Context: an optimization exercise on an open-source flow, tuned for small area, a short achievable clock period and few clock cycles. The choices shown serve that exercise and are no tape-out recipe. Where RTL was checked, it was by simulation tests only, not by an equivalence proof against the original. For run 2, only the layout was checked, not whether the RTL still works. Power figures rest on the tool's default switching activity, not on a simulated workload.

<file path="config.mk">
export PLATFORM = sky130hd
export DESIGN_NAME = krnl_acc
export DESIGN_NICKNAME = krnl_acc
export VERILOG_FILES = /design/flow/design.v
export SDC_FILE = /design/flow/constraint.sdc
export NUM_CORES = 4
export LEC_CHECK = 0
export ABC_CLOCK_PERIOD_IN_PS = 4000
export CAP_MARGIN = 20
export CORE_MARGIN = 2
export CORE_UTILIZATION = 75
export SETUP_SLACK_MARGIN = 5.0
export SLEW_MARGIN = 20
export SYNTH_HIERARCHICAL = 1
</file>
<file path="constraint.sdc">
create_clock -name core_clock -period 9.0 [get_ports {ap_clk}]
set_input_delay 1.8000 -clock core_clock [delete_from_list [all_inputs] [get_ports {ap_clk}]]
set_output_delay 1.8000 -clock core_clock [all_outputs]
set_load 0.01 [all_outputs]
</file>
<file path="design.v">
`default_nettype none
package acc_pkg;
  localparam int LANES  = 4;
  localparam int LANE_W = 16;
  localparam int ACC_W  = 32;
  localparam int DATA_W = LANES * LANE_W;
endpackage
`default_nettype wire
`default_nettype none
`timescale 1ns/1ns
module acc_ctrl (
  input  logic        ap_clk,
  input  logic        ap_rst_n,
  input  logic        ap_start,
  input  logic [31:0] cfg,
  input  logic        ifm_valid,
  input  logic        wgt_valid,
  input  logic        ofm_ready,
  output logic        ap_idle,
  output logic        ap_done,
  output logic        take,        
  output logic        clr,         
  output logic        adv_out,     
  output logic        ofm_valid
);
  logic        busy;        
  logic        adv;         
  logic        in_act;      
  logic        done_q;
  logic        p_last;      
  logic        p_jlast;     
  logic        cs_fin;      
  logic        cs_last;     
  logic        out_q;       
  logic        o_last;      
  logic        fresh;       
  logic [15:0] ci_q;        
  logic [15:0] pc;          
  logic [15:0] wc;          
  logic [15:0] pc_cur;      
  logic [15:0] pc_dec;
  logic [15:0] wc_dec;
  logic        last_in;     
  logic start_acc;
  logic word_end;
  logic emit;
  logic cs_fin_nx;
  logic may_block;
  logic out_q_nx;
  assign start_acc = ap_start && !busy;
  assign emit      = out_q && ofm_ready;
  assign adv_out   = cs_fin && (!out_q || ofm_ready);
  assign cs_fin_nx = adv ? p_last : (adv_out ? 1'b0 : cs_fin);
  assign out_q_nx  = adv_out ? 1'b1 : (emit ? 1'b0 : out_q);
  assign may_block = (adv && p_last && (cs_fin || out_q)) || (cs_fin && out_q);
  assign take      = in_act && ifm_valid && wgt_valid && !may_block;
  assign pc_cur    = fresh ? ci_q : pc;
  assign word_end  = (pc_cur == 16'd1);
  assign last_in   = (wc == 16'd1);
  always_comb begin
    logic bp;
    logic bw;
    bp = 1'b1;
    bw = 1'b1;
    for (int i = 0; i < 16; i++) begin
      pc_dec[i] = pc_cur[i] ^ bp;
      wc_dec[i] = wc[i] ^ bw;
      bp = bp & ~pc_cur[i];
      bw = bw & ~wc[i];
    end
  end
  always_ff @(posedge ap_clk) begin
    if (!ap_rst_n) begin
      busy    <= 1'b0;
      in_act  <= 1'b0;
      done_q  <= 1'b0;
      cs_fin  <= 1'b0;
      out_q   <= 1'b0;
      adv     <= 1'b0;
      clr     <= 1'b0;
      fresh   <= 1'b1;
    end else begin
      done_q <= 1'b0;
      if (start_acc) begin
        busy   <= 1'b1;
        in_act <= 1'b1;
        fresh  <= 1'b1;
      end
      if (take) begin
        fresh <= word_end;
        if (word_end && last_in) in_act <= 1'b0;
      end
      cs_fin <= cs_fin_nx;
      out_q  <= out_q_nx;
      adv    <= take;
      clr    <= take && fresh;
      if (emit && o_last) begin
        busy   <= 1'b0;
        done_q <= 1'b1;
      end
    end
  end
  always_ff @(posedge ap_clk) begin
    if (take) begin
      p_last  <= word_end;
      p_jlast <= last_in;
    end
    if (adv) begin
      cs_last <= p_jlast;
    end
    if (adv_out) begin
      o_last <= cs_last;
    end
  end
  always_ff @(posedge ap_clk) begin
    if (start_acc) begin
      ci_q <= cfg[31:16];
    end
    if (take) begin
      pc <= pc_dec;
    end
    if (start_acc) begin
      wc <= cfg[15:0];
    end else if (take && word_end) begin
      wc <= wc_dec;
    end
  end
  assign ap_idle   = !busy;
  assign ap_done   = done_q;
  assign ofm_valid = out_q;
endmodule
`default_nettype wire
`default_nettype none
module mac_lane (
  input  logic [15:0] a,
  input  logic [15:0] b,
  input  logic [31:0] s_in,
  input  logic [31:0] c_in,
  output logic [31:0] s_out,
  output logic [31:0] c_out
);
  logic [255:0] pp;
  logic hs0;
  logic hc0;
  logic fs0;
  logic fc0;
  logic hs1;
  logic hc1;
  logic fs1;
  logic fc1;
  logic fs2;
  logic fc2;
  logic hs2;
  logic hc2;
  logic fs3;
  logic fc3;
  logic fs4;
  logic fc4;
  logic fs5;
  logic fc5;
  logic hs3;
  logic hc3;
  logic fs6;
  logic fc6;
  logic fs7;
  logic fc7;
  logic fs8;
  logic fc8;
  logic fs9;
  logic fc9;
  logic hs4;
  logic hc4;
  logic fs10;
  logic fc10;
  logic fs11;
  logic fc11;
  logic fs12;
  logic fc12;
  logic fs13;
  logic fc13;
  logic hs5;
  logic hc5;
  logic fs14;
  logic fc14;
  logic fs15;
  logic fc15;
  logic fs16;
  logic fc16;
  logic fs17;
  logic fc17;
  logic fs18;
  logic fc18;
  logic fs19;
  logic fc19;
  logic fs20;
  logic fc20;
  logic fs21;
  logic fc21;
  logic fs22;
  logic fc22;
  logic fs23;
  logic fc23;
  logic hs6;
  logic hc6;
  logic fs24;
  logic fc24;
  logic hs7;
  logic hc7;
  logic fs25;
  logic fc25;
  logic fs26;
  logic fc26;
  logic hs8;
  logic hc8;
  logic fs27;
  logic fc27;
  logic fs28;
  logic fc28;
  logic fs29;
  logic fc29;
  logic hs9;
  logic hc9;
  logic fs30;
  logic fc30;
  logic fs31;
  logic fc31;
  logic fs32;
  logic fc32;
  logic fs33;
  logic fc33;
  logic fs34;
  logic fc34;
  logic fs35;
  logic fc35;
  logic fs36;
  logic fc36;
  logic fs37;
  logic fc37;
  logic fs38;
  logic fc38;
  logic fs39;
  logic fc39;
  logic fs40;
  logic fc40;
  logic fs41;
  logic fc41;
  logic fs42;
  logic fc42;
  logic fs43;
  logic fc43;
  logic fs44;
  logic fc44;
  logic fs45;
  logic fc45;
  logic fs46;
  logic fc46;
  logic fs47;
  logic fc47;
  logic fs48;
  logic fc48;
  logic fs49;
  logic fc49;
  logic fs50;
  logic fc50;
  logic fs51;
  logic fc51;
  logic fs52;
  logic fc52;
  logic fs53;
  logic fc53;
  logic fs54;
  logic fc54;
  logic fs55;
  logic fc55;
  logic fs56;
  logic fc56;
  logic fs57;
  logic fc57;
  logic fs58;
  logic fc58;
  logic fs59;
  logic fc59;
  logic fs60;
  logic fc60;
  logic fs61;
  logic fc61;
  logic fs62;
  logic fc62;
  logic fs63;
  logic fc63;
  logic fs64;
  logic fc64;
  logic fs65;
  logic fc65;
  logic fs66;
  logic fc66;
  logic fs67;
  logic fc67;
  logic fs68;
  logic fc68;
  logic fs69;
  logic fc69;
  logic fs70;
  logic fc70;
  logic fs71;
  logic fc71;
  logic fs72;
  logic fc72;
  logic fs73;
  logic fc73;
  logic fs74;
  logic fc74;
  logic fs75;
  logic fc75;
  logic fs76;
  logic fc76;
  logic fs77;
  logic fc77;
  logic fs78;
  logic fc78;
  logic fs79;
  logic fc79;
  logic hs10;
  logic hc10;
  logic fs80;
  logic fc80;
  logic hs11;
  logic hc11;
  logic fs81;
  logic fc81;
  logic fs82;
  logic fc82;
  logic hs12;
  logic hc12;
  logic fs83;
  logic fc83;
  logic fs84;
  logic fc84;
  logic fs85;
  logic fc85;
  logic fs86;
  logic fc86;
  logic fs87;
  logic fc87;
  logic fs88;
  logic fc88;
  logic fs89;
  logic fc89;
  logic fs90;
  logic fc90;
  logic fs91;
  logic fc91;
  logic fs92;
  logic fc92;
  logic fs93;
  logic fc93;
  logic fs94;
  logic fc94;
  logic fs95;
  logic fc95;
  logic fs96;
  logic fc96;
  logic fs97;
  logic fc97;
  logic fs98;
  logic fc98;
  logic fs99;
  logic fc99;
  logic fs100;
  logic fc100;
  logic fs101;
  logic fc101;
  logic fs102;
  logic fc102;
  logic fs103;
  logic fc103;
  logic fs104;
  logic fc104;
  logic fs105;
  logic fc105;
  logic fs106;
  logic fc106;
  logic fs107;
  logic fc107;
  logic fs108;
  logic fc108;
  logic fs109;
  logic fc109;
  logic fs110;
  logic fc110;
  logic fs111;
  logic fc111;
  logic fs112;
  logic fc112;
  logic fs113;
  logic fc113;
  logic fs114;
  logic fc114;
  logic fs115;
  logic fc115;
  logic fs116;
  logic fc116;
  logic fs117;
  logic fc117;
  logic fs118;
  logic fc118;
  logic fs119;
  logic fc119;
  logic fs120;
  logic fc120;
  logic fs121;
  logic fc121;
  logic fs122;
  logic fc122;
  logic fs123;
  logic fc123;
  logic fs124;
  logic fc124;
  logic fs125;
  logic fc125;
  logic fs126;
  logic fc126;
  logic fs127;
  logic fc127;
  logic fs128;
  logic fc128;
  logic fs129;
  logic fc129;
  logic fs130;
  logic fc130;
  logic fs131;
  logic fc131;
  logic fs132;
  logic fc132;
  logic fs133;
  logic fc133;
  logic fs134;
  logic fc134;
  logic fs135;
  logic fc135;
  logic fs136;
  logic fc136;
  logic fs137;
  logic fc137;
  logic fs138;
  logic fc138;
  logic fs139;
  logic fc139;
  logic fs140;
  logic fc140;
  logic fs141;
  logic fc141;
  logic fs142;
  logic fc142;
  logic hs13;
  logic hc13;
  logic fs143;
  logic fc143;
  logic hs14;
  logic hc14;
  logic fs144;
  logic fc144;
  logic fs145;
  logic fc145;
  logic fs146;
  logic fc146;
  logic fs147;
  logic fc147;
  logic fs148;
  logic fc148;
  logic fs149;
  logic fc149;
  logic fs150;
  logic fc150;
  logic fs151;
  logic fc151;
  logic fs152;
  logic fc152;
  logic fs153;
  logic fc153;
  logic fs154;
  logic fc154;
  logic fs155;
  logic fc155;
  logic fs156;
  logic fc156;
  logic fs157;
  logic fc157;
  logic fs158;
  logic fc158;
  logic fs159;
  logic fc159;
  logic fs160;
  logic fc160;
  logic fs161;
  logic fc161;
  logic fs162;
  logic fc162;
  logic fs163;
  logic fc163;
  logic fs164;
  logic fc164;
  logic fs165;
  logic fc165;
  logic fs166;
  logic fc166;
  logic fs167;
  logic fc167;
  logic fs168;
  logic fc168;
  logic fs169;
  logic fc169;
  logic fs170;
  logic fc170;
  logic fs171;
  logic fc171;
  logic fs172;
  logic fc172;
  logic fs173;
  logic fc173;
  logic fs174;
  logic fc174;
  logic fs175;
  logic fc175;
  logic fs176;
  logic fc176;
  logic fs177;
  logic fc177;
  logic fs178;
  logic fc178;
  logic fs179;
  logic fc179;
  logic fs180;
  logic fc180;
  logic fs181;
  logic fc181;
  logic fs182;
  logic fc182;
  logic fs183;
  logic fc183;
  logic fs184;
  logic fc184;
  logic fs185;
  logic fc185;
  logic fs186;
  logic fc186;
  logic fs187;
  logic fc187;
  logic fs188;
  logic fc188;
  logic fs189;
  logic fc189;
  logic fs190;
  logic fc190;
  logic fs191;
  logic fc191;
  logic fs192;
  logic fc192;
  logic fs193;
  logic fc193;
  logic fs194;
  logic fc194;
  logic hs15;
  logic hc15;
  logic fs195;
  logic fc195;
  logic fs196;
  logic fc196;
  logic fs197;
  logic fc197;
  logic fs198;
  logic fc198;
  logic fs199;
  logic fc199;
  logic fs200;
  logic fc200;
  logic fs201;
  logic fc201;
  logic fs202;
  logic fc202;
  logic fs203;
  logic fc203;
  logic fs204;
  logic fc204;
  logic fs205;
  logic fc205;
  logic fs206;
  logic fc206;
  logic fs207;
  logic fc207;
  logic fs208;
  logic fc208;
  logic fs209;
  logic fc209;
  logic fs210;
  logic fc210;
  logic fs211;
  logic fc211;
  logic fs212;
  logic fc212;
  logic fs213;
  logic fc213;
  logic fs214;
  logic fc214;
  logic fs215;
  logic fc215;
  logic fs216;
  logic fc216;
  logic fs217;
  logic fc217;
  logic fs218;
  logic fc218;
  logic fs219;
  logic fc219;
  logic fs220;
  logic fc220;
  logic fs221;
  logic fc221;
  logic fs222;
  logic fc222;
  logic fs223;
  logic fc223;
  logic hs16;
  logic hc16;
  logic fs224;
  logic fc224;
  logic fs225;
  logic fc225;
  logic fs226;
  logic fc226;
  logic fs227;
  logic fc227;
  logic fs228;
  logic fc228;
  logic fs229;
  logic fc229;
  logic fs230;
  logic fc230;
  logic fs231;
  logic fc231;
  logic fs232;
  logic fc232;
  logic fs233;
  logic fc233;
  logic fs234;
  logic fc234;
  logic fs235;
  logic fc235;
  logic fs236;
  logic fc236;
  logic fs237;
  logic fc237;
  logic fs238;
  logic fc238;
  logic fs239;
  logic fc239;
  logic fs240;
  logic fc240;
  logic fs241;
  logic fc241;
  logic fs242;
  logic fc242;
  logic fs243;
  logic fc243;
  logic fs244;
  logic fc244;
  logic fs245;
  logic fc245;
  logic fs246;
  logic fc246;
  logic fs247;
  logic fc247;
  logic fs248;
  logic fc248;
  logic fs249;
  logic fc249;
  logic fs250;
  logic fc250;
  logic fs251;
  logic fc251;
  logic fs252;
  logic fc252;
  logic fs253;
  logic fc253;
  logic fs254;
  always_comb begin
    for (int i = 0; i < 16; i++) begin
      for (int j = 0; j < 16; j++) begin
        pp[i*16+j] = ~(a[i] & b[j]);
      end
    end
  end
  assign hs0 = ~(pp[11] ^ pp[26]);
  assign hc0 = pp[11] | pp[26];
  mac_fa u_fa0 (.a(pp[12]), .b(pp[27]), .c(pp[42]), .s(fs0), .co(fc0));
  assign hs1 = ~(pp[57] ^ pp[72]);
  assign hc1 = pp[57] | pp[72];
  mac_fa u_fa1 (.a(pp[13]), .b(pp[28]), .c(pp[43]), .s(fs1), .co(fc1));
  mac_fa u_fa2 (.a(pp[58]), .b(pp[73]), .c(pp[88]), .s(fs2), .co(fc2));
  assign hs2 = ~(pp[103] ^ pp[118]);
  assign hc2 = pp[103] | pp[118];
  mac_fa u_fa3 (.a(pp[14]), .b(pp[29]), .c(pp[44]), .s(fs3), .co(fc3));
  mac_fa u_fa4 (.a(pp[59]), .b(pp[74]), .c(pp[89]), .s(fs4), .co(fc4));
  mac_fa u_fa5 (.a(pp[104]), .b(pp[119]), .c(pp[134]), .s(fs5), .co(fc5));
  assign hs3 = ~(pp[149] ^ pp[164]);
  assign hc3 = pp[149] | pp[164];
  mac_fa u_fa6 (.a(pp[15]), .b(pp[30]), .c(pp[45]), .s(fs6), .co(fc6));
  mac_fa u_fa7 (.a(pp[60]), .b(pp[75]), .c(pp[90]), .s(fs7), .co(fc7));
  mac_fa u_fa8 (.a(pp[105]), .b(pp[120]), .c(pp[135]), .s(fs8), .co(fc8));
  mac_fa u_fa9 (.a(pp[150]), .b(pp[165]), .c(pp[180]), .s(fs9), .co(fc9));
  assign hs4 = ~(pp[195] ^ pp[210]);
  assign hc4 = pp[195] | pp[210];
  mac_fa u_fa10 (.a(pp[31]), .b(pp[46]), .c(pp[61]), .s(fs10), .co(fc10));
  mac_fa u_fa11 (.a(pp[76]), .b(pp[91]), .c(pp[106]), .s(fs11), .co(fc11));
  mac_fa u_fa12 (.a(pp[121]), .b(pp[136]), .c(pp[151]), .s(fs12), .co(fc12));
  mac_fa u_fa13 (.a(pp[166]), .b(pp[181]), .c(pp[196]), .s(fs13), .co(fc13));
  assign hs5 = ~(pp[211] ^ pp[226]);
  assign hc5 = pp[211] | pp[226];
  mac_fa u_fa14 (.a(pp[47]), .b(pp[62]), .c(pp[77]), .s(fs14), .co(fc14));
  mac_fa u_fa15 (.a(pp[92]), .b(pp[107]), .c(pp[122]), .s(fs15), .co(fc15));
  mac_fa u_fa16 (.a(pp[137]), .b(pp[152]), .c(pp[167]), .s(fs16), .co(fc16));
  mac_fa u_fa17 (.a(pp[182]), .b(pp[197]), .c(pp[212]), .s(fs17), .co(fc17));
  mac_fa u_fa18 (.a(pp[63]), .b(pp[78]), .c(pp[93]), .s(fs18), .co(fc18));
  mac_fa u_fa19 (.a(pp[108]), .b(pp[123]), .c(pp[138]), .s(fs19), .co(fc19));
  mac_fa u_fa20 (.a(pp[153]), .b(pp[168]), .c(pp[183]), .s(fs20), .co(fc20));
  mac_fa u_fa21 (.a(pp[79]), .b(pp[94]), .c(pp[109]), .s(fs21), .co(fc21));
  mac_fa u_fa22 (.a(pp[124]), .b(pp[139]), .c(pp[154]), .s(fs22), .co(fc22));
  mac_fa u_fa23 (.a(pp[95]), .b(pp[110]), .c(pp[125]), .s(fs23), .co(fc23));
  assign hs6 = ~(pp[7] ^ pp[22]);
  assign hc6 = pp[7] | pp[22];
  mac_fa u_fa24 (.a(pp[8]), .b(pp[23]), .c(pp[38]), .s(fs24), .co(fc24));
  assign hs7 = ~(pp[53] ^ pp[68]);
  assign hc7 = pp[53] | pp[68];
  mac_fa u_fa25 (.a(pp[9]), .b(pp[24]), .c(pp[39]), .s(fs25), .co(fc25));
  mac_fa u_fa26 (.a(pp[54]), .b(pp[69]), .c(pp[84]), .s(fs26), .co(fc26));
  assign hs8 = ~(pp[99] ^ pp[114]);
  assign hc8 = pp[99] | pp[114];
  mac_fa u_fa27 (.a(pp[10]), .b(pp[25]), .c(pp[40]), .s(fs27), .co(fc27));
  mac_fa u_fa28 (.a(pp[55]), .b(pp[70]), .c(pp[85]), .s(fs28), .co(fc28));
  mac_fa u_fa29 (.a(pp[100]), .b(pp[115]), .c(pp[130]), .s(fs29), .co(fc29));
  assign hs9 = ~(pp[145] ^ pp[160]);
  assign hc9 = pp[145] | pp[160];
  mac_fa u_fa30 (.a(pp[41]), .b(pp[56]), .c(pp[71]), .s(fs30), .co(fc30));
  mac_fa u_fa31 (.a(pp[86]), .b(pp[101]), .c(pp[116]), .s(fs31), .co(fc31));
  mac_fa u_fa32 (.a(pp[131]), .b(pp[146]), .c(pp[161]), .s(fs32), .co(fc32));
  mac_fa u_fa33 (.a(pp[176]), .b(hs0), .c(s_in[11]), .s(fs33), .co(fc33));
  mac_fa u_fa34 (.a(pp[87]), .b(pp[102]), .c(pp[117]), .s(fs34), .co(fc34));
  mac_fa u_fa35 (.a(pp[132]), .b(pp[147]), .c(pp[162]), .s(fs35), .co(fc35));
  mac_fa u_fa36 (.a(pp[177]), .b(pp[192]), .c(hc0), .s(fs36), .co(fc36));
  mac_fa u_fa37 (.a(hs1), .b(s_in[12]), .c(c_in[12]), .s(fs37), .co(fc37));
  mac_fa u_fa38 (.a(pp[133]), .b(pp[148]), .c(pp[163]), .s(fs38), .co(fc38));
  mac_fa u_fa39 (.a(pp[178]), .b(pp[193]), .c(pp[208]), .s(fs39), .co(fc39));
  mac_fa u_fa40 (.a(hc1), .b(hs2), .c(s_in[13]), .s(fs40), .co(fc40));
  mac_fa u_fa41 (.a(c_in[13]), .b(fc0), .c(fs1), .s(fs41), .co(fc41));
  mac_fa u_fa42 (.a(pp[179]), .b(pp[194]), .c(pp[209]), .s(fs42), .co(fc42));
  mac_fa u_fa43 (.a(pp[224]), .b(hc2), .c(hs3), .s(fs43), .co(fc43));
  mac_fa u_fa44 (.a(s_in[14]), .b(c_in[14]), .c(fc1), .s(fs44), .co(fc44));
  mac_fa u_fa45 (.a(fc2), .b(fs3), .c(fs4), .s(fs45), .co(fc45));
  mac_fa u_fa46 (.a(pp[225]), .b(pp[240]), .c(hc3), .s(fs46), .co(fc46));
  mac_fa u_fa47 (.a(hs4), .b(s_in[15]), .c(c_in[15]), .s(fs47), .co(fc47));
  mac_fa u_fa48 (.a(fc3), .b(fc4), .c(fc5), .s(fs48), .co(fc48));
  mac_fa u_fa49 (.a(fs6), .b(fs7), .c(fs8), .s(fs49), .co(fc49));
  mac_fa u_fa50 (.a(pp[241]), .b(hc4), .c(hs5), .s(fs50), .co(fc50));
  mac_fa u_fa51 (.a(s_in[16]), .b(c_in[16]), .c(fc6), .s(fs51), .co(fc51));
  mac_fa u_fa52 (.a(fc7), .b(fc8), .c(fc9), .s(fs52), .co(fc52));
  mac_fa u_fa53 (.a(fs10), .b(fs11), .c(fs12), .s(fs53), .co(fc53));
  mac_fa u_fa54 (.a(pp[227]), .b(pp[242]), .c(hc5), .s(fs54), .co(fc54));
  mac_fa u_fa55 (.a(s_in[17]), .b(c_in[17]), .c(fc10), .s(fs55), .co(fc55));
  mac_fa u_fa56 (.a(fc11), .b(fc12), .c(fc13), .s(fs56), .co(fc56));
  mac_fa u_fa57 (.a(fs14), .b(fs15), .c(fs16), .s(fs57), .co(fc57));
  mac_fa u_fa58 (.a(pp[198]), .b(pp[213]), .c(pp[228]), .s(fs58), .co(fc58));
  mac_fa u_fa59 (.a(pp[243]), .b(s_in[18]), .c(c_in[18]), .s(fs59), .co(fc59));
  mac_fa u_fa60 (.a(fc14), .b(fc15), .c(fc16), .s(fs60), .co(fc60));
  mac_fa u_fa61 (.a(fc17), .b(fs18), .c(fs19), .s(fs61), .co(fc61));
  mac_fa u_fa62 (.a(pp[169]), .b(pp[184]), .c(pp[199]), .s(fs62), .co(fc62));
  mac_fa u_fa63 (.a(pp[214]), .b(pp[229]), .c(pp[244]), .s(fs63), .co(fc63));
  mac_fa u_fa64 (.a(s_in[19]), .b(c_in[19]), .c(fc18), .s(fs64), .co(fc64));
  mac_fa u_fa65 (.a(fc19), .b(fc20), .c(fs21), .s(fs65), .co(fc65));
  mac_fa u_fa66 (.a(pp[140]), .b(pp[155]), .c(pp[170]), .s(fs66), .co(fc66));
  mac_fa u_fa67 (.a(pp[185]), .b(pp[200]), .c(pp[215]), .s(fs67), .co(fc67));
  mac_fa u_fa68 (.a(pp[230]), .b(pp[245]), .c(s_in[20]), .s(fs68), .co(fc68));
  mac_fa u_fa69 (.a(c_in[20]), .b(fc21), .c(fc22), .s(fs69), .co(fc69));
  mac_fa u_fa70 (.a(pp[111]), .b(pp[126]), .c(pp[141]), .s(fs70), .co(fc70));
  mac_fa u_fa71 (.a(pp[156]), .b(pp[171]), .c(pp[186]), .s(fs71), .co(fc71));
  mac_fa u_fa72 (.a(pp[201]), .b(pp[216]), .c(pp[231]), .s(fs72), .co(fc72));
  mac_fa u_fa73 (.a(pp[246]), .b(s_in[21]), .c(c_in[21]), .s(fs73), .co(fc73));
  mac_fa u_fa74 (.a(pp[127]), .b(pp[142]), .c(pp[157]), .s(fs74), .co(fc74));
  mac_fa u_fa75 (.a(pp[172]), .b(pp[187]), .c(pp[202]), .s(fs75), .co(fc75));
  mac_fa u_fa76 (.a(pp[217]), .b(pp[232]), .c(pp[247]), .s(fs76), .co(fc76));
  mac_fa u_fa77 (.a(pp[143]), .b(pp[158]), .c(pp[173]), .s(fs77), .co(fc77));
  mac_fa u_fa78 (.a(pp[188]), .b(pp[203]), .c(pp[218]), .s(fs78), .co(fc78));
  mac_fa u_fa79 (.a(pp[159]), .b(pp[174]), .c(pp[189]), .s(fs79), .co(fc79));
  assign hs10 = ~(pp[4] ^ pp[19]);
  assign hc10 = pp[4] | pp[19];
  mac_fa u_fa80 (.a(pp[5]), .b(pp[20]), .c(pp[35]), .s(fs80), .co(fc80));
  assign hs11 = ~(pp[50] ^ pp[65]);
  assign hc11 = pp[50] | pp[65];
  mac_fa u_fa81 (.a(pp[6]), .b(pp[21]), .c(pp[36]), .s(fs81), .co(fc81));
  mac_fa u_fa82 (.a(pp[51]), .b(pp[66]), .c(pp[81]), .s(fs82), .co(fc82));
  assign hs12 = ~(pp[96] ^ s_in[6]);
  assign hc12 = pp[96] | s_in[6];
  mac_fa u_fa83 (.a(pp[37]), .b(pp[52]), .c(pp[67]), .s(fs83), .co(fc83));
  mac_fa u_fa84 (.a(pp[82]), .b(pp[97]), .c(pp[112]), .s(fs84), .co(fc84));
  mac_fa u_fa85 (.a(hs6), .b(s_in[7]), .c(c_in[7]), .s(fs85), .co(fc85));
  mac_fa u_fa86 (.a(pp[83]), .b(pp[98]), .c(pp[113]), .s(fs86), .co(fc86));
  mac_fa u_fa87 (.a(pp[128]), .b(hc6), .c(hs7), .s(fs87), .co(fc87));
  mac_fa u_fa88 (.a(s_in[8]), .b(c_in[8]), .c(fs24), .s(fs88), .co(fc88));
  mac_fa u_fa89 (.a(pp[129]), .b(pp[144]), .c(hc7), .s(fs89), .co(fc89));
  mac_fa u_fa90 (.a(hs8), .b(s_in[9]), .c(c_in[9]), .s(fs90), .co(fc90));
  mac_fa u_fa91 (.a(fc24), .b(fs25), .c(fs26), .s(fs91), .co(fc91));
  mac_fa u_fa92 (.a(hc8), .b(hs9), .c(s_in[10]), .s(fs92), .co(fc92));
  mac_fa u_fa93 (.a(c_in[10]), .b(fc25), .c(fc26), .s(fs93), .co(fc93));
  mac_fa u_fa94 (.a(fs27), .b(fs28), .c(fs29), .s(fs94), .co(fc94));
  mac_fa u_fa95 (.a(hc9), .b(c_in[11]), .c(fc27), .s(fs95), .co(fc95));
  mac_fa u_fa96 (.a(fc28), .b(fc29), .c(fs30), .s(fs96), .co(fc96));
  mac_fa u_fa97 (.a(fs31), .b(fs32), .c(fs33), .s(fs97), .co(fc97));
  mac_fa u_fa98 (.a(fc30), .b(fc31), .c(fc32), .s(fs98), .co(fc98));
  mac_fa u_fa99 (.a(fs34), .b(fs35), .c(fs0), .s(fs99), .co(fc99));
  mac_fa u_fa100 (.a(fs36), .b(fc33), .c(fs37), .s(fs100), .co(fc100));
  mac_fa u_fa101 (.a(fc34), .b(fc35), .c(fs38), .s(fs101), .co(fc101));
  mac_fa u_fa102 (.a(fs39), .b(fs2), .c(fc36), .s(fs102), .co(fc102));
  mac_fa u_fa103 (.a(fc37), .b(fs40), .c(fs41), .s(fs103), .co(fc103));
  mac_fa u_fa104 (.a(fc38), .b(fc39), .c(fs42), .s(fs104), .co(fc104));
  mac_fa u_fa105 (.a(fs5), .b(fc40), .c(fs43), .s(fs105), .co(fc105));
  mac_fa u_fa106 (.a(fc41), .b(fs44), .c(fs45), .s(fs106), .co(fc106));
  mac_fa u_fa107 (.a(fc42), .b(fs9), .c(fs46), .s(fs107), .co(fc107));
  mac_fa u_fa108 (.a(fc43), .b(fs47), .c(fc44), .s(fs108), .co(fc108));
  mac_fa u_fa109 (.a(fc45), .b(fs48), .c(fs49), .s(fs109), .co(fc109));
  mac_fa u_fa110 (.a(fs13), .b(fc46), .c(fc47), .s(fs110), .co(fc110));
  mac_fa u_fa111 (.a(fs50), .b(fc48), .c(fc49), .s(fs111), .co(fc111));
  mac_fa u_fa112 (.a(fs51), .b(fs52), .c(fs53), .s(fs112), .co(fc112));
  mac_fa u_fa113 (.a(fs17), .b(fs54), .c(fc50), .s(fs113), .co(fc113));
  mac_fa u_fa114 (.a(fc51), .b(fc52), .c(fc53), .s(fs114), .co(fc114));
  mac_fa u_fa115 (.a(fs55), .b(fs56), .c(fs57), .s(fs115), .co(fc115));
  mac_fa u_fa116 (.a(fs58), .b(fs20), .c(fc54), .s(fs116), .co(fc116));
  mac_fa u_fa117 (.a(fs59), .b(fc55), .c(fc56), .s(fs117), .co(fc117));
  mac_fa u_fa118 (.a(fc57), .b(fs60), .c(fs61), .s(fs118), .co(fc118));
  mac_fa u_fa119 (.a(fc58), .b(fs62), .c(fs63), .s(fs119), .co(fc119));
  mac_fa u_fa120 (.a(fs22), .b(fc59), .c(fc60), .s(fs120), .co(fc120));
  mac_fa u_fa121 (.a(fc61), .b(fs64), .c(fs65), .s(fs121), .co(fc121));
  mac_fa u_fa122 (.a(fc62), .b(fc63), .c(fs66), .s(fs122), .co(fc122));
  mac_fa u_fa123 (.a(fs67), .b(fs23), .c(fs68), .s(fs123), .co(fc123));
  mac_fa u_fa124 (.a(fc64), .b(fc65), .c(fs69), .s(fs124), .co(fc124));
  mac_fa u_fa125 (.a(fc66), .b(fc67), .c(fc23), .s(fs125), .co(fc125));
  mac_fa u_fa126 (.a(fs70), .b(fs71), .c(fs72), .s(fs126), .co(fc126));
  mac_fa u_fa127 (.a(fc68), .b(fs73), .c(fc69), .s(fs127), .co(fc127));
  mac_fa u_fa128 (.a(s_in[22]), .b(c_in[22]), .c(fc70), .s(fs128), .co(fc128));
  mac_fa u_fa129 (.a(fc71), .b(fc72), .c(fs74), .s(fs129), .co(fc129));
  mac_fa u_fa130 (.a(fs75), .b(fs76), .c(fc73), .s(fs130), .co(fc130));
  mac_fa u_fa131 (.a(pp[233]), .b(pp[248]), .c(s_in[23]), .s(fs131), .co(fc131));
  mac_fa u_fa132 (.a(c_in[23]), .b(fc74), .c(fc75), .s(fs132), .co(fc132));
  mac_fa u_fa133 (.a(fc76), .b(fs77), .c(fs78), .s(fs133), .co(fc133));
  mac_fa u_fa134 (.a(pp[204]), .b(pp[219]), .c(pp[234]), .s(fs134), .co(fc134));
  mac_fa u_fa135 (.a(pp[249]), .b(s_in[24]), .c(c_in[24]), .s(fs135), .co(fc135));
  mac_fa u_fa136 (.a(fc77), .b(fc78), .c(fs79), .s(fs136), .co(fc136));
  mac_fa u_fa137 (.a(pp[175]), .b(pp[190]), .c(pp[205]), .s(fs137), .co(fc137));
  mac_fa u_fa138 (.a(pp[220]), .b(pp[235]), .c(pp[250]), .s(fs138), .co(fc138));
  mac_fa u_fa139 (.a(s_in[25]), .b(c_in[25]), .c(fc79), .s(fs139), .co(fc139));
  mac_fa u_fa140 (.a(pp[191]), .b(pp[206]), .c(pp[221]), .s(fs140), .co(fc140));
  mac_fa u_fa141 (.a(pp[236]), .b(pp[251]), .c(s_in[26]), .s(fs141), .co(fc141));
  mac_fa u_fa142 (.a(pp[207]), .b(pp[222]), .c(pp[237]), .s(fs142), .co(fc142));
  assign hs13 = ~(pp[2] ^ pp[17]);
  assign hc13 = pp[2] | pp[17];
  mac_fa u_fa143 (.a(pp[3]), .b(pp[18]), .c(pp[33]), .s(fs143), .co(fc143));
  assign hs14 = ~(pp[48] ^ s_in[3]);
  assign hc14 = pp[48] | s_in[3];
  mac_fa u_fa144 (.a(pp[34]), .b(pp[49]), .c(pp[64]), .s(fs144), .co(fc144));
  mac_fa u_fa145 (.a(hs10), .b(s_in[4]), .c(c_in[4]), .s(fs145), .co(fc145));
  mac_fa u_fa146 (.a(pp[80]), .b(hc10), .c(hs11), .s(fs146), .co(fc146));
  mac_fa u_fa147 (.a(s_in[5]), .b(c_in[5]), .c(fs80), .s(fs147), .co(fc147));
  mac_fa u_fa148 (.a(hc11), .b(c_in[6]), .c(fc80), .s(fs148), .co(fc148));
  mac_fa u_fa149 (.a(fs81), .b(fs82), .c(hs12), .s(fs149), .co(fc149));
  mac_fa u_fa150 (.a(fc81), .b(fc82), .c(fs83), .s(fs150), .co(fc150));
  mac_fa u_fa151 (.a(fs84), .b(hc12), .c(fs85), .s(fs151), .co(fc151));
  mac_fa u_fa152 (.a(fc83), .b(fc84), .c(fs86), .s(fs152), .co(fc152));
  mac_fa u_fa153 (.a(fc85), .b(fs87), .c(fs88), .s(fs153), .co(fc153));
  mac_fa u_fa154 (.a(fc86), .b(fs89), .c(fc87), .s(fs154), .co(fc154));
  mac_fa u_fa155 (.a(fs90), .b(fc88), .c(fs91), .s(fs155), .co(fc155));
  mac_fa u_fa156 (.a(fc89), .b(fc90), .c(fs92), .s(fs156), .co(fc156));
  mac_fa u_fa157 (.a(fc91), .b(fs93), .c(fs94), .s(fs157), .co(fc157));
  mac_fa u_fa158 (.a(fc92), .b(fc93), .c(fc94), .s(fs158), .co(fc158));
  mac_fa u_fa159 (.a(fs95), .b(fs96), .c(fs97), .s(fs159), .co(fc159));
  mac_fa u_fa160 (.a(fc95), .b(fc96), .c(fs98), .s(fs160), .co(fc160));
  mac_fa u_fa161 (.a(fs99), .b(fc97), .c(fs100), .s(fs161), .co(fc161));
  mac_fa u_fa162 (.a(fc98), .b(fc99), .c(fs101), .s(fs162), .co(fc162));
  mac_fa u_fa163 (.a(fs102), .b(fc100), .c(fs103), .s(fs163), .co(fc163));
  mac_fa u_fa164 (.a(fc101), .b(fs104), .c(fc102), .s(fs164), .co(fc164));
  mac_fa u_fa165 (.a(fs105), .b(fc103), .c(fs106), .s(fs165), .co(fc165));
  mac_fa u_fa166 (.a(fc104), .b(fs107), .c(fc105), .s(fs166), .co(fc166));
  mac_fa u_fa167 (.a(fs108), .b(fc106), .c(fs109), .s(fs167), .co(fc167));
  mac_fa u_fa168 (.a(fc107), .b(fs110), .c(fc108), .s(fs168), .co(fc168));
  mac_fa u_fa169 (.a(fc109), .b(fs111), .c(fs112), .s(fs169), .co(fc169));
  mac_fa u_fa170 (.a(fc110), .b(fs113), .c(fc111), .s(fs170), .co(fc170));
  mac_fa u_fa171 (.a(fc112), .b(fs114), .c(fs115), .s(fs171), .co(fc171));
  mac_fa u_fa172 (.a(fs116), .b(fc113), .c(fc114), .s(fs172), .co(fc172));
  mac_fa u_fa173 (.a(fs117), .b(fc115), .c(fs118), .s(fs173), .co(fc173));
  mac_fa u_fa174 (.a(fs119), .b(fc116), .c(fc117), .s(fs174), .co(fc174));
  mac_fa u_fa175 (.a(fs120), .b(fc118), .c(fs121), .s(fs175), .co(fc175));
  mac_fa u_fa176 (.a(fc119), .b(fs122), .c(fc120), .s(fs176), .co(fc176));
  mac_fa u_fa177 (.a(fs123), .b(fc121), .c(fs124), .s(fs177), .co(fc177));
  mac_fa u_fa178 (.a(fc122), .b(fs125), .c(fs126), .s(fs178), .co(fc178));
  mac_fa u_fa179 (.a(fc123), .b(fc124), .c(fs127), .s(fs179), .co(fc179));
  mac_fa u_fa180 (.a(fc125), .b(fc126), .c(fs128), .s(fs180), .co(fc180));
  mac_fa u_fa181 (.a(fs129), .b(fs130), .c(fc127), .s(fs181), .co(fc181));
  mac_fa u_fa182 (.a(fs131), .b(fc128), .c(fc129), .s(fs182), .co(fc182));
  mac_fa u_fa183 (.a(fs132), .b(fs133), .c(fc130), .s(fs183), .co(fc183));
  mac_fa u_fa184 (.a(fs134), .b(fc131), .c(fs135), .s(fs184), .co(fc184));
  mac_fa u_fa185 (.a(fc132), .b(fc133), .c(fs136), .s(fs185), .co(fc185));
  mac_fa u_fa186 (.a(fc134), .b(fs137), .c(fs138), .s(fs186), .co(fc186));
  mac_fa u_fa187 (.a(fc135), .b(fc136), .c(fs139), .s(fs187), .co(fc187));
  mac_fa u_fa188 (.a(c_in[26]), .b(fc137), .c(fc138), .s(fs188), .co(fc188));
  mac_fa u_fa189 (.a(fs140), .b(fs141), .c(fc139), .s(fs189), .co(fc189));
  mac_fa u_fa190 (.a(pp[252]), .b(s_in[27]), .c(c_in[27]), .s(fs190), .co(fc190));
  mac_fa u_fa191 (.a(fc140), .b(fs142), .c(fc141), .s(fs191), .co(fc191));
  mac_fa u_fa192 (.a(pp[223]), .b(pp[238]), .c(pp[253]), .s(fs192), .co(fc192));
  mac_fa u_fa193 (.a(s_in[28]), .b(c_in[28]), .c(fc142), .s(fs193), .co(fc193));
  mac_fa u_fa194 (.a(pp[239]), .b(pp[254]), .c(s_in[29]), .s(fs194), .co(fc194));
  assign hs15 = ~(pp[1] ^ pp[16]);
  assign hc15 = pp[1] | pp[16];
  mac_fa u_fa195 (.a(pp[32]), .b(hs13), .c(s_in[2]), .s(fs195), .co(fc195));
  mac_fa u_fa196 (.a(hc13), .b(c_in[3]), .c(fs143), .s(fs196), .co(fc196));
  mac_fa u_fa197 (.a(fc143), .b(fs144), .c(hc14), .s(fs197), .co(fc197));
  mac_fa u_fa198 (.a(fc144), .b(fc145), .c(fs146), .s(fs198), .co(fc198));
  mac_fa u_fa199 (.a(fc146), .b(fc147), .c(fs148), .s(fs199), .co(fc199));
  mac_fa u_fa200 (.a(fc148), .b(fs150), .c(fc149), .s(fs200), .co(fc200));
  mac_fa u_fa201 (.a(fc150), .b(fs152), .c(fc151), .s(fs201), .co(fc201));
  mac_fa u_fa202 (.a(fc152), .b(fs154), .c(fc153), .s(fs202), .co(fc202));
  mac_fa u_fa203 (.a(fc154), .b(fs156), .c(fc155), .s(fs203), .co(fc203));
  mac_fa u_fa204 (.a(fc156), .b(fc157), .c(fs158), .s(fs204), .co(fc204));
  mac_fa u_fa205 (.a(fc158), .b(fs160), .c(fc159), .s(fs205), .co(fc205));
  mac_fa u_fa206 (.a(fc160), .b(fs162), .c(fc161), .s(fs206), .co(fc206));
  mac_fa u_fa207 (.a(fc162), .b(fs164), .c(fc163), .s(fs207), .co(fc207));
  mac_fa u_fa208 (.a(fc164), .b(fs166), .c(fc165), .s(fs208), .co(fc208));
  mac_fa u_fa209 (.a(fc166), .b(fs168), .c(fc167), .s(fs209), .co(fc209));
  mac_fa u_fa210 (.a(fc168), .b(fs170), .c(fc169), .s(fs210), .co(fc210));
  mac_fa u_fa211 (.a(fc170), .b(fs172), .c(fc171), .s(fs211), .co(fc211));
  mac_fa u_fa212 (.a(fc172), .b(fs174), .c(fc173), .s(fs212), .co(fc212));
  mac_fa u_fa213 (.a(fc174), .b(fs176), .c(fc175), .s(fs213), .co(fc213));
  mac_fa u_fa214 (.a(fs178), .b(fc176), .c(fc177), .s(fs214), .co(fc214));
  mac_fa u_fa215 (.a(fc178), .b(fs180), .c(fc179), .s(fs215), .co(fc215));
  mac_fa u_fa216 (.a(fc180), .b(fs182), .c(fs183), .s(fs216), .co(fc216));
  mac_fa u_fa217 (.a(fs184), .b(fc182), .c(fs185), .s(fs217), .co(fc217));
  mac_fa u_fa218 (.a(fs186), .b(fc184), .c(fc185), .s(fs218), .co(fc218));
  mac_fa u_fa219 (.a(fc186), .b(fs188), .c(fc187), .s(fs219), .co(fc219));
  mac_fa u_fa220 (.a(fs190), .b(fc188), .c(fs191), .s(fs220), .co(fc220));
  mac_fa u_fa221 (.a(fs192), .b(fc190), .c(fs193), .s(fs221), .co(fc221));
  mac_fa u_fa222 (.a(c_in[29]), .b(fc192), .c(fs194), .s(fs222), .co(fc222));
  mac_fa u_fa223 (.a(pp[255]), .b(s_in[30]), .c(c_in[30]), .s(fs223), .co(fc223));
  assign hs16 = ~(pp[0] ^ s_in[0]);
  assign hc16 = pp[0] | s_in[0];
  mac_fa u_fa224 (.a(hs15), .b(s_in[1]), .c(c_in[1]), .s(fs224), .co(fc224));
  mac_fa u_fa225 (.a(hc15), .b(c_in[2]), .c(fs195), .s(fs225), .co(fc225));
  mac_fa u_fa226 (.a(hs14), .b(fc195), .c(fs196), .s(fs226), .co(fc226));
  mac_fa u_fa227 (.a(fs145), .b(fc196), .c(fs197), .s(fs227), .co(fc227));
  mac_fa u_fa228 (.a(fs147), .b(fc197), .c(fs198), .s(fs228), .co(fc228));
  mac_fa u_fa229 (.a(fs149), .b(fc198), .c(fs199), .s(fs229), .co(fc229));
  mac_fa u_fa230 (.a(fs151), .b(fc199), .c(fs200), .s(fs230), .co(fc230));
  mac_fa u_fa231 (.a(fs153), .b(fc200), .c(fs201), .s(fs231), .co(fc231));
  mac_fa u_fa232 (.a(fs155), .b(fc201), .c(fs202), .s(fs232), .co(fc232));
  mac_fa u_fa233 (.a(fs157), .b(fc202), .c(fs203), .s(fs233), .co(fc233));
  mac_fa u_fa234 (.a(fs159), .b(fc203), .c(fs204), .s(fs234), .co(fc234));
  mac_fa u_fa235 (.a(fs161), .b(fc204), .c(fs205), .s(fs235), .co(fc235));
  mac_fa u_fa236 (.a(fs163), .b(fc205), .c(fs206), .s(fs236), .co(fc236));
  mac_fa u_fa237 (.a(fs165), .b(fc206), .c(fs207), .s(fs237), .co(fc237));
  mac_fa u_fa238 (.a(fs167), .b(fc207), .c(fs208), .s(fs238), .co(fc238));
  mac_fa u_fa239 (.a(fs169), .b(fc208), .c(fs209), .s(fs239), .co(fc239));
  mac_fa u_fa240 (.a(fs171), .b(fc209), .c(fs210), .s(fs240), .co(fc240));
  mac_fa u_fa241 (.a(fs173), .b(fc210), .c(fs211), .s(fs241), .co(fc241));
  mac_fa u_fa242 (.a(fs175), .b(fc211), .c(fs212), .s(fs242), .co(fc242));
  mac_fa u_fa243 (.a(fs177), .b(fc212), .c(fs213), .s(fs243), .co(fc243));
  mac_fa u_fa244 (.a(fs179), .b(fc213), .c(fs214), .s(fs244), .co(fc244));
  mac_fa u_fa245 (.a(fs181), .b(fc214), .c(fs215), .s(fs245), .co(fc245));
  mac_fa u_fa246 (.a(fc181), .b(fs216), .c(fc215), .s(fs246), .co(fc246));
  mac_fa u_fa247 (.a(fc183), .b(fs217), .c(fc216), .s(fs247), .co(fc247));
  mac_fa u_fa248 (.a(fs187), .b(fc217), .c(fs218), .s(fs248), .co(fc248));
  mac_fa u_fa249 (.a(fs189), .b(fc218), .c(fs219), .s(fs249), .co(fc249));
  mac_fa u_fa250 (.a(fc189), .b(fs220), .c(fc219), .s(fs250), .co(fc250));
  mac_fa u_fa251 (.a(fc191), .b(fs221), .c(fc220), .s(fs251), .co(fc251));
  mac_fa u_fa252 (.a(fc193), .b(fs222), .c(fc221), .s(fs252), .co(fc252));
  mac_fa u_fa253 (.a(fc194), .b(fs223), .c(fc222), .s(fs253), .co(fc253));
  assign fs254 = s_in[31] ^ c_in[31] ^ fc223;
  assign s_out[0] = hs16;
  assign c_out[0] = c_in[0];
  assign s_out[1] = hc16;
  assign c_out[1] = fs224;
  assign s_out[2] = fc224;
  assign c_out[2] = fs225;
  assign s_out[3] = fc225;
  assign c_out[3] = fs226;
  assign s_out[4] = fc226;
  assign c_out[4] = fs227;
  assign s_out[5] = fc227;
  assign c_out[5] = fs228;
  assign s_out[6] = fc228;
  assign c_out[6] = fs229;
  assign s_out[7] = fc229;
  assign c_out[7] = fs230;
  assign s_out[8] = fc230;
  assign c_out[8] = fs231;
  assign s_out[9] = fc231;
  assign c_out[9] = fs232;
  assign s_out[10] = fc232;
  assign c_out[10] = fs233;
  assign s_out[11] = fc233;
  assign c_out[11] = fs234;
  assign s_out[12] = fc234;
  assign c_out[12] = fs235;
  assign s_out[13] = fc235;
  assign c_out[13] = fs236;
  assign s_out[14] = fc236;
  assign c_out[14] = fs237;
  assign s_out[15] = fc237;
  assign c_out[15] = fs238;
  assign s_out[16] = fc238;
  assign c_out[16] = fs239;
  assign s_out[17] = fc239;
  assign c_out[17] = fs240;
  assign s_out[18] = fc240;
  assign c_out[18] = fs241;
  assign s_out[19] = fc241;
  assign c_out[19] = fs242;
  assign s_out[20] = fc242;
  assign c_out[20] = fs243;
  assign s_out[21] = fc243;
  assign c_out[21] = fs244;
  assign s_out[22] = fc244;
  assign c_out[22] = fs245;
  assign s_out[23] = fc245;
  assign c_out[23] = fs246;
  assign s_out[24] = fc246;
  assign c_out[24] = fs247;
  assign s_out[25] = fc247;
  assign c_out[25] = fs248;
  assign s_out[26] = fc248;
  assign c_out[26] = fs249;
  assign s_out[27] = fc249;
  assign c_out[27] = fs250;
  assign s_out[28] = fc250;
  assign c_out[28] = fs251;
  assign s_out[29] = fc251;
  assign c_out[29] = fs252;
  assign s_out[30] = fc252;
  assign c_out[30] = fs253;
  assign s_out[31] = fc253;
  assign c_out[31] = fs254;
endmodule
module mac_fa (
  input  logic a,
  input  logic b,
  input  logic c,
  output logic s,
  output logic co
);
  assign s  = a ^ b ^ c;
  assign co = (a & b) | (a & c) | (b & c);
endmodule
`default_nettype wire
`default_nettype none
`timescale 1ns/1ns
module mac_engine (
  input  logic          ap_clk,
  input  logic          take,
  input  logic          clr,
  input  logic          adv_out,
  input  logic [63:0]   ifm_data,
  input  logic [63:0]   wgt_data,
  output logic [127:0]  ofm_data
);
  logic [63:0]      a_q;     
  logic [63:0]      b_q;
  logic [3:0][31:0] s_q;
  logic [3:0][31:0] c_q;
  logic [3:0][31:0] s_in;
  logic [3:0][31:0] c_in;
  logic [3:0][31:0] s_nx;
  logic [3:0][31:0] c_nx;
  logic [3:0][31:0] sum;
  logic [127:0]     o_q;     
  always_ff @(posedge ap_clk) begin
    for (int i = 0; i < 8; i++) begin
      a_q[i*8 +: 8] <= ifm_data[(7-i)*8 +: 8] & {8{take}};
      b_q[i*8 +: 8] <= wgt_data[(7-i)*8 +: 8];
    end
  end
  for (genvar l = 0; l < 4; l++) begin : g_lane
    assign s_in[l] = s_q[l] | {32{clr}};
    assign c_in[l] = c_q[l] | {32{clr}};
    mac_lane i_mac_lane (
      .a     (a_q[l*16 +: 16]),
      .b     (b_q[l*16 +: 16]),
      .s_in  (s_in[l]),
      .c_in  (c_in[l]),
      .s_out (s_nx[l]),
      .c_out (c_nx[l])
    );
    assign sum[l] = ~(s_q[l] + c_q[l] + 32'd1);
  end
  always_ff @(posedge ap_clk) begin
    s_q <= s_nx;
    c_q <= c_nx;
  end
  always_ff @(posedge ap_clk) begin
    if (adv_out) begin
      for (int l = 0; l < 4; l++) begin
        for (int i = 0; i < 4; i++) begin
          o_q[l*32 + i*8 +: 8] <= sum[l][(3-i)*8 +: 8];
        end
      end
    end
  end
  assign ofm_data = o_q;
endmodule
`default_nettype wire
`default_nettype none
`timescale 1ns/1ns
module krnl_acc (
  input  logic               ap_clk,
  input  logic               ap_rst_n,
  input  logic               ap_start,
  input  logic [31:0]        cfg,
  output logic               ap_idle,
  output logic               ap_done,
  input  logic               ifm_valid,
  output logic               ifm_ready,
  input  logic [63:0]        ifm_data,
  input  logic               wgt_valid,
  output logic               wgt_ready,
  input  logic [63:0]        wgt_data,
  output logic               ofm_valid,
  input  logic               ofm_ready,
  output logic [127:0]       ofm_data
);
  logic take;
  logic clr;
  logic adv_out;
  acc_ctrl i_acc_ctrl (
    .ap_clk    (ap_clk),
    .ap_rst_n  (ap_rst_n),
    .ap_start  (ap_start),
    .cfg       (cfg),
    .ifm_valid (ifm_valid),
    .wgt_valid (wgt_valid),
    .ofm_ready (ofm_ready),
    .ap_idle   (ap_idle),
    .ap_done   (ap_done),
    .take      (take),
    .clr       (clr),
    .adv_out   (adv_out),
    .ofm_valid (ofm_valid)
  );
  mac_engine i_mac_engine (
    .ap_clk   (ap_clk),
    .take     (take),
    .clr      (clr),
    .adv_out  (adv_out),
    .ifm_data (ifm_data),
    .wgt_data (wgt_data),
    .ofm_data (ofm_data)
  );
  assign ifm_ready = take;
  assign wgt_ready = take;
endmodule
`default_nettype wire
</file>
<file path="flow/run.sh">
#!/bin/bash
# The standard layout (standard.sh, standard synthesis unchanged), with
# the port buffers inserted as sky130_fd_sc_hd__buf_1, the smallest plain
# buffer, instead of the delay buffer buffer_ports picks by default. Every
# port still gets its buffer. The make output goes to standard.log; each
# tool's own log is under orfs/logs/.
set -euo pipefail
export BUFFER_PORTS_ARGS="-buffer_cell sky130_fd_sc_hd__buf_1"
bash standard.sh > standard.log 2>&1
</file>
<file path="standard.sh">
#!/bin/bash
# synth_recipe.tcl (not shown) runs the flow's synth.tcl, then flattens the netlist and writes it again
# the make line also repeats each setting of config.mk as NAME=value (left out here)
make -C /OpenROAD-flow-scripts/flow DESIGN_CONFIG=/design/flow/config.mk WORK_HOME=/design/flow/orfs CLKGATE_MAP_FILE= SYNTH_SCRIPT=/design/flow/synth_recipe.tcl "${@:-finish}"
</file>
==> results.json, run 1 <==
{
  "outcome": "no timing/DRC/antenna violations",
  "setup_tns_ps": 0,
  "synth_area_mm2": 0.0525,
  "slew_viol_final": 0,
  "grt_max_degree": 185,
  "crit_path_max_incr_delay_ps": 190,
  "die_w_um": 269,
  "start_util_pct": 75.4,
  "powerDensity_mw_per_mm2": 253,
  "cts-root-buf": "clkbuf_16",
  "synth_edf_count": 180,
  "finalCritPeriodShare_pct": 47.1,
  "dr.pass1.iters": 5,
  "path_cells": "buf_8 -> o2111a_2 -> buf_12 -> buf_12 -> buf_6",
  "hp-class": "reg2reg",
  "max_cap_viol_count": 0,
  "cp_slowest_cell": "o2111a_2",
  "synth.avg_cell_area_um2": 11.1,
  "crit_buf_inv": 4,
  "met1_usage_pct": 50.0,
  "grt_util_met2_pct": 57.2,
  "cts_tree": "yes",
  "arrival_ps": 2440,
  "synth_seq_cells": 572,
  "worst_hold_slack_ps": 418,
  "start_kind": "primary input",
  "cp_max_fo": 2,
  "row_count": 97,
  "crit_top_cell": "buf_12",
  "setup_viol": 0,
  "die_y_um": 269,
  "cts_buffers": 68,
  "via_count": 34344,
  "vdd_drop_max_mv": 0.177,
  "pin_count": 299,
  "mostFrequentLayoutCell": "fa_1",
  "final_nets": 6050,
  "fillCellCount": 4576,
  "drt_iter0_drc": 2944,
  "ant_nets": 0,
  "synth_nets": 6146,
  "via_per_inst": 6.10,
  "cts_sinks": 572,
  "worst_clock_skew_ps": 27.6,
  "routed_wirelength_um": 128000,
  "critPathTopFamily": "buffers and inverters",
  "synthToLayoutAreaGrowth_pct": 3.24,
  "cp-end-kind": "primary output",
  "ys_async_sr_fraction_pct": 0,
  "dpl.hpwl_um": 89900,
  "busiest_layer": "met2",
  "cts-htree-levels": 3,
  "utilization_pct": 77.8,
  "max_freq_ghz": 0.236,
  "antenna_found_initial": 4,
  "yosysWarnings": 9,
  "gp_congestion": 0.931,
  "clkSlewWorstSetupHoldPaths_ps": 60,
  "synth_cells": 4734,
  "worstMarginPinSlew_ps": 992,
  "design.die.area_mm2": 0.0722,
  "portBuffers": 298,
  "clock_latency_ps": 630,
  "pre_cts_slack_ps": 3680,
  "fp.coreArea_mm2": 0.0697,
  "ys_seq_area_share_pct": 25.2,
  "grt_pass1_vias": 36606,
  "grt_pass1_wl_um": 201000,
  "grt_overflow": 0,
  "synth_cell_types": 81,
  "layout-drive-gt1-share_pct": 11.2,
  "slew_headroom_pct": 33.9,
  "rsz0062_at_grt": "true",
  "placedCellCount": 5493,
  "required_ps": 7200,
  "antenna_cells": 0,
  "min_period_ps": 4240,
  "wl_per_cell_um": 22.7,
  "track_usage_pct": 36.7,
  "setup_ws_ps": 4760,
  "p_leak_nw": 15.7,
  "synth-main-ff-cell": "dfxtp_1",
  "final_cell_mix": "1,020 x fa_1, 1,001 x nand2_1, 299 x dfxtp_1, 294 x buf_1, 258 x or2_2",
  "grtUsageMet3_pct": 9.30,
  "cts_buffer_depth": 3,
  "layoutNonFillerInstCount": 5634,
  "critical_path_class": "in2out",
  "drc_errors": 0,
  "final_hold_viol_count": 0
}
[final cells by class]
| cell class | instances | area (µm²) | area share (%) |
|---|---|---|---|
| multi-input cells | 3446 | 35000 | 64.6 |
| flip-flops and latches | 572 | 13400 | 24.7 |
| clock buffers | 82 | 1830 | 3.37 |
| repair buffers | 324 | 1480 | 2.74 |
| well taps | 940 | 1180 | 2.17 |
| inverters | 226 | 848 | 1.56 |
| clock inverters | 44 | 512 | 0.944 |
[power breakdown]
part / internal [mW] / switching, mW / total (mW)
clock network: 1.72 / 1.19 / 2.91
registers: 3.45 / 0.409 / 3.86
logic: 2.98 / 3.98 / 6.95
total: 8.15 / 5.57 / 13.7
[layer usage]
metal	up-vias	wire [µm]
met2	1939	60000
met1	17443	48800
li1	14604	-
met5	-	33
met4	6	5060
met3	352	13800
[worst paths after layout]
path                   startpoint                   end  slack (ps)  cells after the start
min            i_acc_ctrl.cs_last     i_acc_ctrl.o_last         420                      0
max                     wgt_valid             wgt_ready        4760                      5
min reg2reg    i_acc_ctrl.cs_last     i_acc_ctrl.o_last         420                      0
max reg2reg  i_mac_engine.a_q[26]  i_mac_engine.c_q[52]        5090                      7
[Yosys stat by module, one instance, submodules excluded]
module      copies in the design  cell area, µm²
mac_engine                     1           20500
acc_ctrl                       1            2830
mac_lane                       4            2200
mac_fa                      1016            20.0
krnl_acc                       1            7.51
[cell usage after synthesis, drive strengths merged (7+ instances only)]
cell type | count | area (µm²)
nor4 | 11 | 83.8
o21ai | 81 | 417
nor2 | 58 | 218
a41oi | 8 | 70.1
xor2 | 49 | 429
dfxtp | 392 | 7850
buf | 393 | 3040
or2 | 258 | 1610
o21bai | 17 | 128
inv | 224 | 841
nand2 | 1001 | 3760
and2 | 194 | 1210
mux2i | 18 | 184
nand3 | 29 | 145
a21o | 58 | 435
clkbuf | 99 | 418
o21a | 10 | 75.1
fa | 1020 | 20400
a31oi | 17 | 121
a211oi | 8 | 65.1
nand2b | 16 | 100
edfxtp | 180 | 5410
ha | 226 | 2830
nand3b | 8 | 60.1
nand4 | 17 | 113
nor3 | 19 | 100
and3 | 14 | 87.6
a221o | 7 | 70.1
a21oi | 124 | 643
nor2b | 22 | 138
xnor2 | 65 | 569
[timing repair]
| item | 4_1_cts | 5_1_grt |
|---|---|---|
| gates cloned | 4 | 1 |
| endpoints found under the setup margin | 80 | 68 |
| pin swaps | 1 | 1 |
| hold endpoints to repair | 0 | 0 |
| gates resized for setup | 53 | 58 |
| hold buffers | 0 | 0 |
| buffers inserted | 9 | 1 |
[cells by family (layout without fill, tap and decap cells)]
| logic type | Yosys count | after routing | share of synthesized area (%) |
|---|---|---|---|
| AND/OR/NAND/NOR | 1665 | 1665 | 14.8 |
| adder cells (fa/ha/maj) | 1246 | 1246 | 44.3 |
| buffers and inverters | 718 | 676 | 8.20 |
| flip-flops | 572 | 572 | 25.2 |
| AO/OA/AOI/OAI | 397 | 399 | 5.09 |
| XOR/XNOR | 118 | 118 | 2.08 |
| multiplexers | 18 | 18 | 0.350 |
[registers in the layout (all words and copies together) (netlist names), 16 cells and up]
name / count
i_mac_engine.c_q: 128
i_mac_engine.o_q: 128
i_mac_engine.s_q: 128
i_mac_engine.a_q: 64
i_mac_engine.b_q: 64
i_acc_ctrl.ci_q: 16
i_acc_ctrl.pc: 16
i_acc_ctrl.wc: 16
[through the flow]
stage | power [mW] | area, µm²
finish | 13.7 | 54200
global route | 14.7 | 54200
CTS | 13.7 | 54100
detailed placement | 10.7 | 51500
global placement | 10.5 | 51500
floorplan | 9.95 | 52600
Testbench counts, summed over its fixed seeds: cycles 11,072.
==> inputs of run 2 (changes only) <==
--- a/design.v
+++ b/design.v
@@ -19,6 +19,7 @@
   output logic        ap_idle,
   output logic        ap_done,
   output logic        take,        
+  output logic        take_a,      
   output logic        clr,         
   output logic        adv_out,     
   output logic        ofm_valid
@@ -46,6 +47,7 @@
   logic emit;
   logic cs_fin_nx;
   logic may_block;
+  logic can_take;
   logic out_q_nx;
   assign start_acc = ap_start && !busy;
   assign emit      = out_q && ofm_ready;
@@ -53,7 +55,8 @@
   assign cs_fin_nx = adv ? p_last : (adv_out ? 1'b0 : cs_fin);
   assign out_q_nx  = adv_out ? 1'b1 : (emit ? 1'b0 : out_q);
   assign may_block = (adv && p_last && (cs_fin || out_q)) || (cs_fin && out_q);
-  assign take      = in_act && ifm_valid && wgt_valid && !may_block;
+  assign can_take  = in_act && !may_block;
+  assign take      = can_take && ifm_valid && wgt_valid;
   assign pc_cur    = fresh ? ci_q : pc;
   assign word_end  = (pc_cur == 16'd1);
   assign last_in   = (wc == 16'd1);
@@ -125,6 +128,7 @@
       wc <= wc_dec;
     end
   end
+  assign take_a    = can_take && ifm_valid;
   assign ap_idle   = !busy;
   assign ap_done   = done_q;
   assign ofm_valid = out_q;
@@ -1059,7 +1063,8 @@
 `timescale 1ns/1ns
 module mac_engine (
   input  logic          ap_clk,
-  input  logic          take,
+  input  logic          take_a,      
+  input  logic          wgt_valid,
   input  logic          clr,
   input  logic          adv_out,
   input  logic [63:0]   ifm_data,
@@ -1078,8 +1083,8 @@
   logic [127:0]     o_q;     
   always_ff @(posedge ap_clk) begin
     for (int i = 0; i < 8; i++) begin
-      a_q[i*8 +: 8] <= ifm_data[(7-i)*8 +: 8] & {8{take}};
-      b_q[i*8 +: 8] <= wgt_data[(7-i)*8 +: 8];
+      a_q[i*8 +: 8] <= ifm_data[(7-i)*8 +: 8] & {8{take_a}};
+      b_q[i*8 +: 8] <= wgt_data[(7-i)*8 +: 8] & {8{wgt_valid}};
     end
   end
   for (genvar l = 0; l < 4; l++) begin : g_lane
@@ -1131,6 +1136,7 @@
   output logic [127:0]       ofm_data
 );
   logic take;
+  logic take_a;
   logic clr;
   logic adv_out;
   acc_ctrl i_acc_ctrl (
@@ -1144,13 +1150,15 @@
     .ap_idle   (ap_idle),
     .ap_done   (ap_done),
     .take      (take),
+    .take_a    (take_a),
     .clr       (clr),
     .adv_out   (adv_out),
     .ofm_valid (ofm_valid)
   );
   mac_engine i_mac_engine (
     .ap_clk   (ap_clk),
-    .take     (take),
+    .take_a   (take_a),
+    .wgt_valid(wgt_valid),
     .clr      (clr),
     .adv_out  (adv_out),
     .ifm_data (ifm_data),
--- a/config.mk
+++ b/config.mk
@@ -9,6 +9,7 @@
 export CAP_MARGIN = 20
 export CORE_MARGIN = 2
 export CORE_UTILIZATION = 75
+export CTS_BUF_LIST = sky130_fd_sc_hd__clkbuf_8 sky130_fd_sc_hd__clkbuf_4
 export SETUP_SLACK_MARGIN = 5.0
 export SLEW_MARGIN = 20
 export SYNTH_HIERARCHICAL = 1
==> run 2 against run 1 <==
  * Highest routed layer is now met4
  * Sequential share of layout area shrank 0.077 points
  * Utilization is 0.13 points lower
  * First-iteration DRC count shrank 4.3%
  * Critical path type unchanged
  * Critical path depth is 1 lower
  * Hold slack gained 16 ps
  * Sequential cell count did not move
  * Critical endpoint unchanged
  * Still clean
  * Design area is 0.36% higher
==> results.json, run 2 <==
{
  "synth_area_mm2": 0.0530,
  "critical_path_class": "in2out",
  "cts_buffer_depth": 3,
  "start_util_pct": 75.6,
  "ys_async_sr_fraction_pct": 0,
  "track_usage_pct": 36.5,
  "dr.pass1.iters": 6,
  "worst_clock_skew_ps": 36.5,
  "grt_pass1_vias": 37232,
  "top_regs": "i_mac_engine.c_q (128), i_mac_engine.o_q (128), i_mac_engine.s_q (128)",
  "slew_viol_final": 0,
  "fp.coreArea_mm2": 0.0700,
  "synthToLayoutAreaGrowth_pct": 2.75,
  "min_period_ps": 4170,
  "setup_viol": 0,
  "finalCritPeriodShare_pct": 46.3,
  "clock_latency_ps": 730,
  "final_hold_viol_count": 0,
  "portBuffers": 298,
  "pin_count": 299,
  "cp-end-kind": "primary output",
  "highest_layer": "met4",
  "grt_overflow": 0,
  "worstMarginPinSlew_ps": 936,
  "via_count": 35085,
  "met2_length_um": 60300,
  "design_area_mm2": 0.0544,
  "dpl_cell_area_mm2": 0.0519,
  "start_kind": "primary input",
  "wl_met3_um": 13400,
  "rsz0062_at_grt": "true",
  "die_w_um": 270,
  "drt_iter0_drc": 2816,
  "grt_pass1_wl_um": 204000,
  "ant_nets": 0,
  "cts_buffers": 99,
  "die_y_um": 270,
  "clkSlewWorstSetupHoldPaths_ps": 60,
  "wl_met1_um": 51400,
  "powerDensity_mw_per_mm2": 248,
  "routed_wirelength_um": 130000,
  "cts_sinks": 572,
  "final_cell_mix": "1,020 x fa_1, 1,000 x nand2_1, 294 x dfxtp_1, 294 x buf_1",
  "antenna_found_initial": 4,
  "slew_headroom_pct": 37.0,
  "arrival_ps": 2370,
  "synth_most_common_cell": "fa_1",
  "max_freq_ghz": 0.240,
  "synth_cell_types": 83,
  "grt_max_degree": 164,
  "utilization_pct": 77.7,
  "synth-main-ff-cell": "dfxtp_1",
  "synth.avg_cell_area_um2": 11.0,
  "hold_buffers": 0,
  "synth.area.top_cells": "fa_1 39%, dfxtp_1 15%, edfxtp_1 10%",
  "cts-htree-levels": 3,
  "layoutNonFillerInstCount": 5756,
  "drc_errors": 0,
  "ys_seq_area_share_pct": 25.0,
  "setup_tns_ps": 0,
  "max_cap_viol_count": 0,
  "cp_max_fo": 4,
  "synth_seq_cells": 572,
  "design.die.area_mm2": 0.0728,
  "synthTopCellsByCount": "1,020 x fa_1, 1,000 x nand2_1, 392 x dfxtp_1",
  "p_total_mw": 13.5,
  "gp_congestion": 0.952,
  "outcome": "no timing/DRC/antenna violations",
  "synth_edf_count": 180,
  "vdd_drop_max_mv": 0.195,
  "hp-class": "reg2reg",
  "synth_nets": 6218,
  "layout-drive-gt1-share_pct": 12.1,
  "dpl.hpwl_um": 92200,
  "yosysWarnings": 9,
  "r2r_setup_slack_ps": 4980,
  "mostFrequentLayoutCell": "fa_1",
  "synth_top_cell_by_area": "fa_1",
  "row_count": 97,
  "wl_per_cell_um": 22.5,
  "synth_top_area_share_pct": 38.5,
  "required_ps": 7200,
  "p_leak_nw": 15.9,
  "cts-root-buf": "clkbuf_8",
  "via_per_inst": 6.10,
  "final_nets": 6140,
  "synth_cells": 4806,
  "cts_tree": "yes",
  "placedCellCount": 5556
}
## run 2: cell types whose count changed after synthesis
cell,change
o211a_1,+1
a21oi_1,+1
and2_1,+64
and3b_1,+1
clkbuf_1,+7
nand2_1,-1
a21boi_0,-1
nand3b_1,-1
nor2b_1,+1
## run 2: per-module statistics from Yosys, one instance, submodules excluded
module      flops+latches  times used  area (µm²)  cells
mac_lane                0           4        2200    416
mac_fa                  0        1016        20.0      1
krnl_acc                0           1        7.51      1
acc_ctrl               60           1        2840    215
mac_engine            512           1       21000   1910
## run 2: timing repair
| action | 4_1_cts | 5_1_grt |
|---|---|---|
| gates cloned | 3 | 1 |
| resized for setup | 70 | 40 |
| buffers inserted | 5 | 2 |
| setup endpoints to repair | 46 | 52 |
| pin swaps | 1 | 0 |
## run 2: final cells by class
class / count / area, µm²
clock inverter: 43 / 417
fill: 4665 / 15600
inverter: 226 / 848
clock buffer: 143 / 1770
multi-input combinational: 3510 / 35400
antenna: 3 / 7.51
tap: 940 / 1180
timing repair buffer: 319 / 1420
sequential: 572 / 13400
## run 2: final timing paths
path,from,to,cells after the start
hold / removal,i_acc_ctrl.p_jlast,i_acc_ctrl.cs_last,0
setup / recovery,wgt_valid,wgt_ready,4
hold reg to reg,i_acc_ctrl.p_jlast,i_acc_ctrl.cs_last,0
setup reg to reg,i_mac_engine.b_q[52],i_mac_engine.c_q[114],7
## run 2: logic make-up after synthesis
group           Yosys count  synth area share (%)
compound gates          398                  5.06
xor+xnor                118                  2.06
fa+ha+maj              1246                  43.9
buf+inv                 725                  8.18
flops                   572                  25.0
mux                      18                 0.347
simple gates           1729                  15.4
## run 2: layer usage
layer	GRT usage, %	up-vias
met1	50.8	17793
met3	9.06	365
li1	-	14877
met5	0	-
met4	13.2	0
met2	56.9	2050
## run 2: report_power, final
group	switching [mW]	internal (mW)	leakage, nW
Clock	1.15	1.50	1.15
Combinational	3.96	3.00	9.80
Sequential	0.443	3.45	4.92
Total	5.55	7.95	15.9
## run 2: stage by stage
step,hold slack (ps),setup WS (ps)
CTS,434,4810
finish,434,4830
detailed placement,408,3690
global placement,417,3720
global route,440,4810
floorplan,400,4750
## run 2: worst max-delay path, cell delays in order
cell and delay [ps]:
clkbuf_16 110, buf_12 90, o2111a_2 250, buf_6 120

-- re-timing with driven ports --
No port has a modelled driver above. Below, the same layouts with a new extraction and two added sets of constraints. Step 1, drivers: a clkbuf_16 drives ap_clk and a buf_2 each remaining input, both assumed. Step 2 also shifts input and output timing later by t, the mid clock arrival at the registers, as if the neighbouring blocks saw the same clock. Three values: ideal, step 1, step 2; two values: the first two.
| run | shift t [ns] | slack for setup (ns) | worst setup path at the end | worst data-port slew with drivers (ns) |
|---|---|---|---|---|
| run 1 | 0.691 | 4.757 / 4.714 / 4.714 | input to output | 0.07 |
| run 2 | 0.782 | 4.830 / 4.777 / 4.705 | input to register | 0.09 |
After both steps setup and hold are still met in every run listed. For run 2, which loses most, drivers alone change the setup slack by -0.053 ns; drivers and shift together by -0.125 ns.
